This is an optimization exercise on Yosys and OpenROAD, whose aim is small area and few clock cycles per item, not a production implementation.
Only simulation tests tie the RTL to the original design; equivalence was not proved.

==> flow/design.v (excerpt) <==
module scan_polar_to_cartesian_wall_filter_top (
  input  logic                clk,
  input  logic                rst,
  input  logic                sample_valid,
  output logic                sample_ready,
  input  logic [15:0]         sample_range,
  input  logic                sample_scan_start,
  output logic                point_valid,
  input  logic                point_ready,
  output logic signed [16:0]  point_x,
  output logic signed [16:0]  point_y,
  output logic [8:0]          point_angle,
  input  logic                cfg_we,
  input  logic [1:0]          cfg_index,
  input  logic [16:0]         cfg_data
);
Size: ~86 I/O pins, about 18,000 sq um of cells after synthesis.
export LEC_CHECK = 0
export CAP_MARGIN = 20
export CORE_MARGIN = 2
export CORE_UTILIZATION = 70
export GPL_TIMING_DRIVEN = 0
export SLEW_MARGIN = 20
create_clock -name core_clock -period 8.0 [get_ports {clk}]
standard.sh (not shown) runs the stock make flow with config.mk's settings and CLKGATE_MAP_FILE= SYNTH_SCRIPT=/design/flow/synth_recipe.tcl, a recipe that flattens the netlist after the stock synthesis.
==> flow/flow/run.sh <==
#!/bin/bash
# Own flow: the standard flow's layout (standard.sh) with its synthesis changed in three ways:
#  - Yosys's synth skips its quick ABC run (synth -noabc), so the adders are extracted
#    from the logic as written and the full adders of the multipliers keep their
#    polarity;
#  - adders use Yosys's own carry lookahead (Brent-Kung) instead of ORFS's Kogge-Stone
#    extra map;
#  - the final ABC maps the logic for area (flow/abc_area.script) instead of ORFS's
#    delay script.
# The layout then buffers each port with the smallest buffer, buf_1, instead of the
# delay cell buffer_ports picks by itself.
# Everything else in synthesis (passes, flattening, renaming, flip-flop mapping) is
# unchanged, so the registers are the standard synthesis's. Their instance names carry
# Yosys's cell-type suffix, which can differ in enable and reset polarity, so they are
# given the names the standard synthesis (run first) gave them. If the registers do not
# pair one to one, the standard synthesis's netlist is used as it is.
# Each tool's output goes to a log file here.
set -euo pipefail
W=$PWD
F=$W/flow
RES=$W/orfs/results/sky130hd/scan_polar_to_cartesian_wall_filter_top/base

# The standard synthesis, for its register names.
bash "$W/standard.sh" synth > "$W/std_synth.log" 2>&1
cp "$RES/1_2_yosys.v" "$W/std_1_2_yosys.v"
cp -r "$W/orfs" "$W/std_orfs"

# ORFS's synth.tcl with the three changes.
sed -e "s|log_cmd abc {\*}\$abc_args|set abc_args [lreplace \$abc_args 1 1 $F/abc_area.script]; log_cmd abc {*}\$abc_args|" \
  -e "s|synth -top \$::env(DESIGN_NAME) -run fine: {\*}\$synth_full_args|synth -top \$::env(DESIGN_NAME) -run fine: -noabc {*}\$synth_full_args|" \
  -e "s|\"-extra-map \$::env(FLOW_HOME)/platforms/common/lcu_kogge_stone.v\"|\"\"|" \
  "$FLOW_HOME/scripts/synth.tcl" > "$W/orfs_synth_area.tcl"
grep -q "abc_area.script" "$W/orfs_synth_area.tcl"
grep -q "run fine: -noabc" "$W/orfs_synth_area.tcl"
if grep -q "lcu_kogge_stone" "$W/orfs_synth_area.tcl"; then exit 1; fi
# The standard flow's synthesis script, sourcing that copy.
sed "s|source \$::env(SCRIPTS_DIR)/synth.tcl|source $W/orfs_synth_area.tcl|" "$W/synth_recipe.tcl" > "$W/own_synth.tcl"
grep -q "orfs_synth_area.tcl" "$W/own_synth.tcl"
# standard.sh with the synthesis script swapped.
sed "s|$W/synth_recipe.tcl|$W/own_synth.tcl|" "$W/standard.sh" > "$W/own_standard.sh"
grep -q "own_synth.tcl" "$W/own_standard.sh"

rm -rf "$W/orfs"
if bash "$W/own_standard.sh" "$RES/1_2_yosys.v" > "$W/own_synth.log" 2>&1 &&
   python3 "$F/rename_regs.py" "$RES/1_2_yosys.v" "$W/std_1_2_yosys.v" "$W/renamed_1_2_yosys.v" > "$W/rename.log" 2>&1; then
  cp "$W/renamed_1_2_yosys.v" "$RES/1_2_yosys.v"
  bash "$W/own_standard.sh" synth >> "$W/own_synth.log" 2>&1
else
  echo "own synthesis not used" >> "$W/rename.log"
  rm -rf "$W/orfs"
  cp -r "$W/std_orfs" "$W/orfs"
fi
rm -rf "$W/std_orfs"

# The rest of the standard flow's layout from that netlist.
bash "$W/standard.sh" "BUFFER_PORTS_ARGS=-buffer_cell sky130_fd_sc_hd__buf_1" finish > "$W/layout.log" 2>&1
test -f "$W/out/final.def"
Other scripts of this flow, unchanged in this note and not shown: flow/flow/abc_area.script, flow/flow/rename_regs.py
The first run ended with an error in global routing.
Testbench counts at the start, summed over its fixed seeds: cycles 23,072, items 23,040.
Change:
Settings changed: CORE_UTILIZATION 70 to 65, SETUP_SLACK_MARGIN set to 0.3.
This time the run passed the timing, design-rule and antenna checks; synthesized cell count stays the same; area after synthesis stays the same.
Change:
--- a/flow/flow/run.sh
+++ b/flow/flow/run.sh
@@ -2 +2 @@
-# Own flow: the standard flow's layout (standard.sh) with its synthesis changed in three ways:
+# Own flow: the standard flow's layout (standard.sh) with its synthesis changed in two ways:
@@ -6,2 +5,0 @@
-#  - adders use Yosys's own carry lookahead (Brent-Kung) instead of ORFS's Kogge-Stone
-#    extra map;
@@ -10,2 +7,0 @@
-# The layout then buffers each port with the smallest buffer, buf_1, instead of the
-# delay cell buffer_ports picks by itself.
@@ -28 +24 @@
-# ORFS's synth.tcl with the three changes.
+# ORFS's synth.tcl with the two changes.
@@ -31 +26,0 @@
-  -e "s|\"-extra-map \$::env(FLOW_HOME)/platforms/common/lcu_kogge_stone.v\"|\"\"|" \
@@ -35 +29,0 @@
-if grep -q "lcu_kogge_stone" "$W/orfs_synth_area.tcl"; then exit 1; fi
@@ -56 +50 @@
-bash "$W/standard.sh" "BUFFER_PORTS_ARGS=-buffer_cell sky130_fd_sc_hd__buf_1" finish > "$W/layout.log" 2>&1
+bash "$W/standard.sh" finish > "$W/layout.log" 2>&1
Settings changed: GPL_TIMING_DRIVEN 0 to not set, SETUP_SLACK_MARGIN 0.3 to not set.
Outcome: Worst setup slack gets better by 310 ps. Final area rises by a few percent. Non-clock buffer count grows by 74. Global-route usage is lower by 1.4 points. Count of clock-buffer cells in the layout does not change. Critical path depth decreases by 10. Synthesized area climbs slightly. Via count grows slightly. First-iteration DRC count goes up by a few percent.

static timing again, ports no longer ideal:
No port has a modelled driver above. Below, the same layouts with a new extraction and two added sets of constraints.
Step 1 (the two cells are an assumption about what drives the block):
set clk [get_ports {clk}]
set_driving_cell -lib_cell sky130_fd_sc_hd__clkbuf_16 $clk
set_driving_cell -lib_cell sky130_fd_sc_hd__buf_2 [delete_from_list [all_inputs] $clk]
Step 2 also shifts input and output timing later by t, the mid clock arrival at the registers, as if the neighbouring blocks saw the same clock.
Three values: no drivers, after step 1, after step 2; two values: the first two.
| run | shift t [ns] | setup slack, ns | worst data-port slew with drivers (ns) |
|---|---|---|---|
| the second run | 0.425 | 0.128 / 0.148 / -0.277 | 0.07 |
| the third run | 0.438 | 0.433 / 0.395 / 0.018 | 0.06 |
With both steps, setup timing fails in the second run, where it was met with ideal ports. For the third run, which loses most, drivers alone change the setup slack by -0.038 ns; drivers and shift together by -0.415 ns.
